What follows belongs to an exercise in optimizing a design on an open flow for small area; a production flow would make more cautious choices. Function was checked by simulation only, so behaviour that the tests miss may differ from the original.

Setup of main:
==> flow/design.v <==
module rf_aoi22 (
    input  logic a0, b0, a1, b1,
    output logic y
);
    assign y = ~((a0 & b0) | (a1 & b1));
endmodule
module rf_hold (
    input  logic q, h, d, w,
    output logic y
);
    assign y = (q & h) | (d & w);
endmodule
module rf_mux32 (
    input  logic [31:0] d,
    input  logic [31:0] s,
    output logic        y
);
    logic [15:0] t;
    for (genvar g = 0; g < 16; g++) begin : g_aoi
        assign t[g] = ~((d[2*g] & s[2*g]) | (d[2*g+1] & s[2*g+1]));
    end
    assign y = ~&t;
endmodule
module rf_mux31 (
    input  logic [30:0] d,
    input  logic [30:0] s,
    output logic        y
);
    logic [15:0] t;
    for (genvar g = 0; g < 15; g++) begin : g_aoi
        assign t[g] = ~((d[2*g] & s[2*g]) | (d[2*g+1] & s[2*g+1]));
    end
    assign t[15] = ~(d[30] & s[30]);
    assign y = ~&t;
endmodule
module reg_file #(
    parameter int XLEN           = 32,
    parameter bit CLEAR_ON_RESET = 1'b1
) (
    input  logic            clk,
    input  logic            rst,
    input  logic [4:0]      rs1_addr,
    input  logic [4:0]      rs2_addr,
    output logic [XLEN-1:0] reg1,
    output logic [XLEN-1:0] reg2,
    input  logic            we,
    input  logic [4:0]      rd_addr,
    input  logic [XLEN-1:0] rd_data,
    input  logic [4:0]      dbg_addr,
    output logic [XLEN-1:0] dbg_data,
    output logic            busy
);
    logic [4:0]      clr_idx;
    logic [XLEN-1:0] x [31:1];
    always_ff @(posedge clk) begin
        if (rst)
            clr_idx <= 5'd1;
        else if (clr_idx != 5'd0)
            clr_idx <= clr_idx + 5'd1;
    end
    assign busy = rst | (clr_idx != 5'd0);
    logic [31:1] wen, hold, sel1, sel2, seld;
    logic        byp1, byp2;
    assign byp1 = we & !busy & (rd_addr != 5'd0) & (rd_addr == rs1_addr);
    assign byp2 = we & !busy & (rd_addr != 5'd0) & (rd_addr == rs2_addr);
    always_comb begin
        for (int i = 1; i < 32; i++) begin
            wen[i]  = we & !busy & (rd_addr == i[4:0]);
            hold[i] = !busy & !(we & (rd_addr == i[4:0]));
            sel1[i] = !busy & !byp1 & (rs1_addr == i[4:0]);
            sel2[i] = !busy & !byp2 & (rs2_addr == i[4:0]);
            seld[i] = !busy & (dbg_addr == i[4:0]);
        end
    end
    logic [XLEN-1:0] x_d [31:1];
    for (genvar i = 1; i < 32; i++) begin : g_row
        for (genvar j = 0; j < XLEN; j++) begin : g_bit
            rf_hold u (.q(x[i][j]), .h(hold[i]), .d(rd_data[j]), .w(wen[i]), .y(x_d[i][j]));
        end
    end
    always_ff @(posedge clk) begin
        for (int i = 1; i < 32; i++)
            x[i] <= x_d[i];
    end
    for (genvar j = 0; j < XLEN; j++) begin : g_rd
        logic [31:1] col;
        always_comb begin
            for (int i = 1; i < 32; i++)
                col[i] = x[i][j];
        end
        rf_mux32 u_r1 (.d({col, rd_data[j]}), .s({sel1, byp1}), .y(reg1[j]));
        rf_mux32 u_r2 (.d({col, rd_data[j]}), .s({sel2, byp2}), .y(reg2[j]));
        rf_mux31 u_rd (.d(col),               .s(seld),         .y(dbg_data[j]));
    end
endmodule
Settings: LEC_CHECK=0, CAP_MARGIN=10, CORE_MARGIN=2, CORE_UTILIZATION=30, CTS_BUF_LIST=sky130_fd_sc_hd__clkbuf_16, CTS_CLUSTER_DIAMETER=150, CTS_CLUSTER_SIZE=24, PLACE_DENSITY=0.5, SLEW_MARGIN=10, SYNTH_HIERARCHICAL=1; clock period 8.0 ns.
standard.sh (not shown) runs the stock make flow with config.mk's settings and CLKGATE_MAP_FILE= SYNTH_SCRIPT=/design/flow/synth_recipe.tcl, a recipe that flattens the netlist after the stock synthesis.
==> flow/flow/run.sh <==
#!/bin/bash
cp standard.sh standard_sh.log
export BUFFER_PORTS_ARGS="-buffer_cell sky130_fd_sc_hd__buf_1"
export CTS_ARGS="-sink_clustering_enable -repair_clock_nets -dont_use_dummy_load -buf_list sky130_fd_sc_hd__clkbuf_16 -sink_clustering_size 24 -sink_clustering_max_diameter 150"
bash standard.sh > standard.log 2>&1
The inputs of the feature branch differ from those of main as listed below.
Settings: a change of CAP_MARGIN from 10 to 20; a change of SLEW_MARGIN from 10 to 20.
==> flow/run.sh (new file) <==
#!/bin/bash
# synth_recipe.tcl (not shown) runs the flow's synth.tcl, then flattens the netlist and writes it again
# the make line also repeats each setting of config.mk as NAME=value (left out here)
make -C /OpenROAD-flow-scripts/flow DESIGN_CONFIG=/design/flow/config.mk WORK_HOME=/design/flow/orfs CLKGATE_MAP_FILE= SYNTH_SCRIPT=/design/flow/synth_recipe.tcl finish
removed: flow/flow/run.sh
removed: flow/standard.sh
### Flow results
- The feature branch: flow completed, timing, DRC and antenna clean
- Reported for main and the feature branch, post-synthesis async set-or-reset flop share turned out identical to the last digit.
- The feature branch vs. main: final wirelength went up by 3.8%.
- The arrival time at the worst endpoint in the feature branch was higher than what main gave.
- Global-route met1 utilization in the feature branch vs main: up 2.0 points
- Final cell count essentially unchanged between main and the feature branch.
- main -> the feature branch: worst hold slack flat
- Compared the feature branch against main; share of cells above drive strength 1 within noise.
- In the feature branch, the via count came out about 1.1% above the value in main.

==> afterwards: timing with drivers on the ports <==
In the flow no input, the clock included, has a driving cell. The finished layouts below were timed again as built, in two steps.
Step 1 sets driving cells, clkbuf_16 on the clock port and buf_2 on the other inputs (assumed; they add their load-dependent delay and slew).
Step 2 times the ports against the registers' clock, not the clock port: input delays grow and output delays shrink by t, the midpoint of the rising clock arrivals with the driver on.
a / b / c = no drivers / after step 1 / after step 2; a / b = the first two.
run | t, ns | slack for setup (ns) | latest minus earliest clock arrival (ns) | worst slew at a driven data input, ns
main | 0.786 | 1.066 / 1.035 / 1.035 | 0.033 / 0.032 | 0.12
the feature branch | 0.802 | 0.425 / 0.403 / 0.403 | 0.039 / 0.040 | 0.14
After both steps setup and hold are still met in every run listed. The setup slack of main, which loses most, moves by -0.031 ns with the drivers and by -0.031 ns with both steps.
